From an optimization exercise on the open Yosys and OpenROAD flow, aimed at small area; shortcuts taken in it are not production practice.
Function was checked by simulation only, so behaviour that the tests miss may differ from the original.
Power figures rest on the tool's default switching activity, not on a simulated workload.

==> design.v <==
module regfile_sb #(
  parameter int XLEN  = 32,
  parameter int NREGS = 32,
  parameter int AW    = $clog2(NREGS)
) (
  input  logic             clk,
  input  logic             rst_n,
  input  logic [AW-1:0]    rs1_addr,
  input  logic [AW-1:0]    rs2_addr,
  output logic [XLEN-1:0]  rs1_data,
  output logic [XLEN-1:0]  rs2_data,
  output logic             rs1_busy,
  output logic             rs2_busy,
  input  logic             we0,
  input  logic [AW-1:0]    waddr0,
  input  logic [XLEN-1:0]  wdata0,
  input  logic             we1,
  input  logic [AW-1:0]    waddr1,
  input  logic [XLEN-1:0]  wdata1,
  input  logic             issue_en,
  input  logic [AW-1:0]    issue_rd,
  output logic             waw_hazard,
  output logic [NREGS-1:0] busy_vec
);
  logic [XLEN-1:0]  regs_q [NREGS];
  logic [XLEN-1:0]  regs_d [NREGS];
  logic [NREGS-1:0] busy_q;
  logic [NREGS-1:0] busy_d;
  logic [NREGS-1:0] clr_vec;
  logic [NREGS-1:0] set_vec;
  always_comb begin
    clr_vec = '0;
    set_vec = '0;
    if (we0) clr_vec[waddr0] = 1'b1;
    if (we1) clr_vec[waddr1] = 1'b1;
    if (issue_en) set_vec[issue_rd] = 1'b1;
    clr_vec[0] = 1'b0;
    set_vec[0] = 1'b0;
    busy_d = (busy_q & ~clr_vec) | set_vec;
  end
  always_comb begin
    for (int i = 0; i < NREGS; i++) regs_d[i] = regs_q[i];
    if (we0 && waddr0 != '0) regs_d[waddr0] = wdata0;
    if (we1 && waddr1 != '0) regs_d[waddr1] = wdata1;
    regs_d[0] = '0;
  end
  always_ff @(posedge clk or negedge rst_n) begin
    if (!rst_n) begin
      busy_q <= '0;
      for (int i = 0; i < NREGS; i++) regs_q[i] <= '0;
    end else begin
      busy_q <= busy_d;
      for (int i = 0; i < NREGS; i++) regs_q[i] <= regs_d[i];
    end
  end
  always_comb begin
    rs1_data = regs_q[rs1_addr];
    if (we0 && waddr0 == rs1_addr) rs1_data = wdata0;
    if (we1 && waddr1 == rs1_addr) rs1_data = wdata1;
    if (rs1_addr == '0) rs1_data = '0;
  end
  always_comb begin
    rs2_data = regs_q[rs2_addr];
    if (we0 && waddr0 == rs2_addr) rs2_data = wdata0;
    if (we1 && waddr1 == rs2_addr) rs2_data = wdata1;
    if (rs2_addr == '0) rs2_data = '0;
  end
  assign rs1_busy   = busy_q[rs1_addr] & ~clr_vec[rs1_addr];
  assign rs2_busy   = busy_q[rs2_addr] & ~clr_vec[rs2_addr];
  assign waw_hazard = issue_en & busy_q[issue_rd]
                    & ~clr_vec[issue_rd];
  assign busy_vec   = busy_q;
endmodule
==> run.sh <==
#!/bin/bash
# synth_recipe.tcl (not shown) runs the flow's synth.tcl, then flattens the netlist and writes it again
# the make line also repeats each setting of config.mk as NAME=value (left out here)
make -C /OpenROAD-flow-scripts/flow DESIGN_CONFIG=/design/flow/config.mk WORK_HOME=/design/flow/orfs CLKGATE_MAP_FILE= SYNTH_SCRIPT=/design/flow/synth_recipe.tcl finish
==> config.mk <==
export PLATFORM = sky130hd
export DESIGN_NAME = regfile_sb
export DESIGN_NICKNAME = regfile_sb
export VERILOG_FILES = /design/flow/design.v
export SDC_FILE = /design/flow/constraint.sdc
export NUM_CORES = 4
export LEC_CHECK = 0
export CAP_MARGIN = 20
export CORE_MARGIN = 2
export CORE_UTILIZATION = 30
export SETUP_SLACK_MARGIN = 0.3
export SLEW_MARGIN = 20
==> constraint.sdc <==
create_clock -name core_clock -period 7.0 [get_ports {clk}]
set_input_delay 1.4000 -clock core_clock [delete_from_list [all_inputs] [get_ports {clk}]]
set_output_delay 1.4000 -clock core_clock [all_outputs]
set_load 0.01 [all_outputs]
==> results.sh <==
export IMPL_cts_tree="done"
export IMPL_synth_area_leaders="dfrtp_1, mux2i_1, a22oi_1, a21oi_1, nand2_1"
export IMPL_powerDensity_mw_per_mm2=293
export IMPL_cpPeakStageDelay_ps=630
export IMPL_tightest_slew_ps=1360
export IMPL_hp_class="reg2reg"
export IMPL_yosysTopAreaCell="dfrtp_1"
export IMPL_numCtsBuffers=120
export IMPL_fill_cells=22200
export IMPL_worstSetupPathType="in2out"
export IMPL_post_route_period_util_pct=97.4
export IMPL_syn_inst=7638
export IMPL_start_kind="input port"
export IMPL_clock_path_buffers=3
export IMPL_synth_top_area_share_pct=38.7
export IMPL_final_hold_violation_count=0
export IMPL_synthToLayoutAreaGrowth_pct=17.6
export IMPL_clock_sinks=1023
export IMPL_rows=172
export IMPL_pwr_share_comb_pct=27.9
export IMPL_cp_required_ps=5600
export IMPL_grt_pass1_vias=66600
export IMPL_tns_ps=0
export IMPL_final_max_slew_viol_count=0
export IMPL_setup_viol=0
export IMPL_routed_wl_mm=442
export IMPL_h_tree_depth=3
export IMPL_syn_nets=7747
export IMPL_grt_first_pass_wirelength_mm=587
export IMPL_start_util_pct=30.1
export IMPL_first_pass_iters=17
export IMPL_drive_gt1_share_pct=12.5
export IMPL_switchingPower_uw=8990
export IMPL_power_leakage_uw=0.0331
export IMPL_drcViolationCount=0
export IMPL_p_clk_share_pct=30.9
export IMPL_postRouteAntennaNets=0
export IMPL_synth_most_common_cell="dfrtp_1"
export IMPL_crit_buf_inv=3
export IMPL_grt_overflow=0
export IMPL_drv_cap=0
export IMPL_core_mm2=0.220
export IMPL_io_pin_count=193
export IMPL_synth_cell_type_count=95
export IMPL_clock_tree_root_cell="clkbuf_16"
export IMPL_clkLatencyLatePin_ps=810
export IMPL_drt_wirelength_per_cell_um=41.8
export IMPL_worst_path_max_delay_cell="mux2i_1"
export IMPL_sw_frac_of_total_pct=39.4
export IMPL_drtIter0Drc=15500
export IMPL_die_w_um=474
export IMPL_port_buffers=191
export IMPL_worstPathArrival_ps=5420
export IMPL_vdd_ir_drop_max_mv=0.257
export IMPL_dieArea_mm2=0.224
export IMPL_place_gp_congestion=1.04
export IMPL_status="finished clean"
export IMPL_skew_ps=0
export IMPL_synthFlopType="dfrtp_1"
export IMPL_nNetsFinal=7632
export IMPL_p_total_uw=22800
export IMPL_yosysWarnings=3
export IMPL_avgSynthCellArea_um2=8.66
export IMPL_vias=73600
export IMPL_path_clk_slew_ps=60
export IMPL_grt_max_degree=134
export IMPL_ys_seq_area_share_pct=38.7
export IMPL_synthArstFlopShare_pct=100
export IMPL_hpwlAfterDp_mm=274
export IMPL_pwr_share_seq_pct=41.3
export IMPL_grt_usage_pct=37.8
export IMPL_critPathTopFamily="buffers and inverters"
export IMPL_synth_edf_count=0
export IMPL_synth_seq_cells=1023
export IMPL_fmax_mhz=147
export IMPL_end_kind="output pin"
export IMPL_worstPathMaxFanout=16
export IMPL_rsz0062_at_grt="true"
export IMPL_relSlewSlack_pct=9.32
export IMPL_hold_buffers=0
export IMPL_crit_chain="buf_4 -> buf_4 -> mux2i_1 -> a211oi_1 -> a2111o_1 -> or4_1 -> nor4_2 -> or3_1 -> a31oi_1 -> clkdlybuf4s50_1"
export IMPL_synthesis_area_mm2=0.0662
export IMPL_fp_dieH_um=474
export IMPL_crit_path_frequent_cell="buf_4"
export IMPL_internal_power_uw=13900
export IMPL_antenna_found_initial=50
export IMPL_via_per_inst=6.96
export IMPL_synth_commonest_cells="dfrtp_1, mux2i_1, nand2_1"
export IMPL_min_period_ps=6820
-- layout make-up --
type / count / area, um2 / share of cell area [%]
Antenna cell: 70 / 175 / 0.225
Multi-Input combinational cell: 5657 / 37300 / 47.9
Sequential cell: 1023 / 25600 / 32.9
Tap cell: 2871 / 3590 / 4.61
Inverter: 29 / 109 / 0.140
Timing Repair Buffer: 692 / 6790 / 8.72
Clock inverter: 67 / 892 / 1.15
Clock buffer: 157 / 3390 / 4.36
-- path summary, 6_finish.rpt --
check | from | endpoint | slack (ps) | depth (start not counted)
min in group asynchronous | rst_n | regs_q[23][26] | 630 | 1
min | regs_q[14][24] | regs_q[14][24] | 590 | 2
max reg2reg | regs_q[24][30] | regs_q[24][30] | 5980 | 2
max | rs1_addr[0] | rs1_data[4] | 180 | 10
max in group asynchronous | rst_n | regs_q[17][10] | 4910 | 2
min reg2reg | regs_q[14][24] | regs_q[14][24] | 590 | 2
-- registers in the layout, summed over array words and instances (netlist names) --
| signal | cells |
|---|---|
| busy_q | 31 |
| regs_q | 992 |
-- power by group through the flow --
stage / Sequential [uW] / Combinational (uW) / Clock, uW
after floorplan: 8480 / 3480 / 0
after global placement: 9290 / 5930 / 0
after detailed placement: 9310 / 6050 / 0
after CTS: 9230 / 6060 / 7010
after global routing: 9430 / 6570 / 7250
final: 9420 / 6370 / 7050
-- tightest hold or removal path, cell delays in order, from the launching register on --
cell and delay, ps:
dfrtp_1 370, mux2i_1 70, o21ai_1 110
-- cells in the final DEF, fill, tap and decap left out, types with 20 or more instances in the layout --
cell type and count:
dfrtp_1 1023, mux2i_1 921, nand2_1 716, a22oi_1 687, nor2_1 686, a21oi_1 579, o21ai_0 491, buf_4 410
and3_1 296, clkdlybuf4s50_1 178, nand3_1 142, clkbuf_16 121, nand4_1 107, a2111oi_0 94, buf_12 92, o21ai_1 87
nor3_1 71, diode_2 70, nor4_1 64, o311a_1 52, a32oi_1 48, and2_2 43, mux4_2 33, a22o_1 30
clkinv_2 26, inv_1 25, nand2b_1 25, nor2b_1 23, a222oi_1 23, clkbuf_8 23, xor2_1 20, a221oi_1 20
o22ai_1 20
-- routing by layer --
layer | global-route usage, % | up-vias | part of all wire (%)
met1 | 46.9 | 35700 | 37
met2 | 51.2 | 7524 | 39
met4 | 27.5 | 47 | 9.1
met3 | 17.1 | 2378 | 15
met5 | 1.32 | - | 0.19
li1 | - | 27900 | -
-- kinds of logic after synthesis --
logic type / after synthesis / share of synthesized area (%)
flops: 1023 / 38.7
fa+ha+maj: 15 / 0.284
other cells: 1 / 0.00567
buf+inv: 958 / 6.17
simple gates: 2349 / 16.7
compound gates: 2301 / 22.6
mux: 961 / 15.2
xor+xnor: 30 / 0.408
-- repair_timing --
action,4_1_cts,5_1_grt
setup endpoints to repair,6,9
setup buffers,0,0
resized for setup,5,9
-- stage by stage --
| stage | worst slack, ps | hold slack (ps) | utilization [%] | cells | cell area [um2] |
|---|---|---|---|---|---|
| 5_1_grt | 293 | 615 | 35.4 | 10500 | 77700 |
| 2_1_floorplan | 1050 | 529 | - | 7638 | 66200 |
| 4_1_cts | 427 | 582 | 35.4 | 10500 | 77600 |
| 6_report | 181 | 589 | 35.5 | 10600 | 77800 |
| 3_5_place_dp | 266 | 565 | 33.4 | 10300 | 73300 |
| 3_3_place_gp | 203 | 555 | 33.4 | 10300 | 73300 |

## afterwards: timing with drivers on the ports
Ports are ideal in the flow. The routed layout listed here was re-timed in OpenROAD.
Step 1 (the two cells are an assumption about what drives the block):
set clk [get_ports {clk}]
set_driving_cell -lib_cell sky130_fd_sc_hd__clkbuf_16 $clk
set_driving_cell -lib_cell sky130_fd_sc_hd__buf_2 [delete_from_list [all_inputs] $clk]
Step 2, shift: input delay + t, output delay - t, t = (earliest + latest rising clock arrival at the registers) / 2. This alone moves slack from input paths to output paths.
a / b / c = ideal ports / drivers / drivers and shift; a / b = the first two.
t (ns): 0.923
slack for setup (ns): 0.181 / 0.027 / 0.027
slew at the worst register clock pin (ns): 0.07 / 0.07
worst data-port slew with drivers (ns): 0.16
cell pins on the clock port's net: 1
After both steps this run still meets setup and hold. For this run, drivers alone change the setup slack by -0.154 ns; drivers and shift together by -0.154 ns.
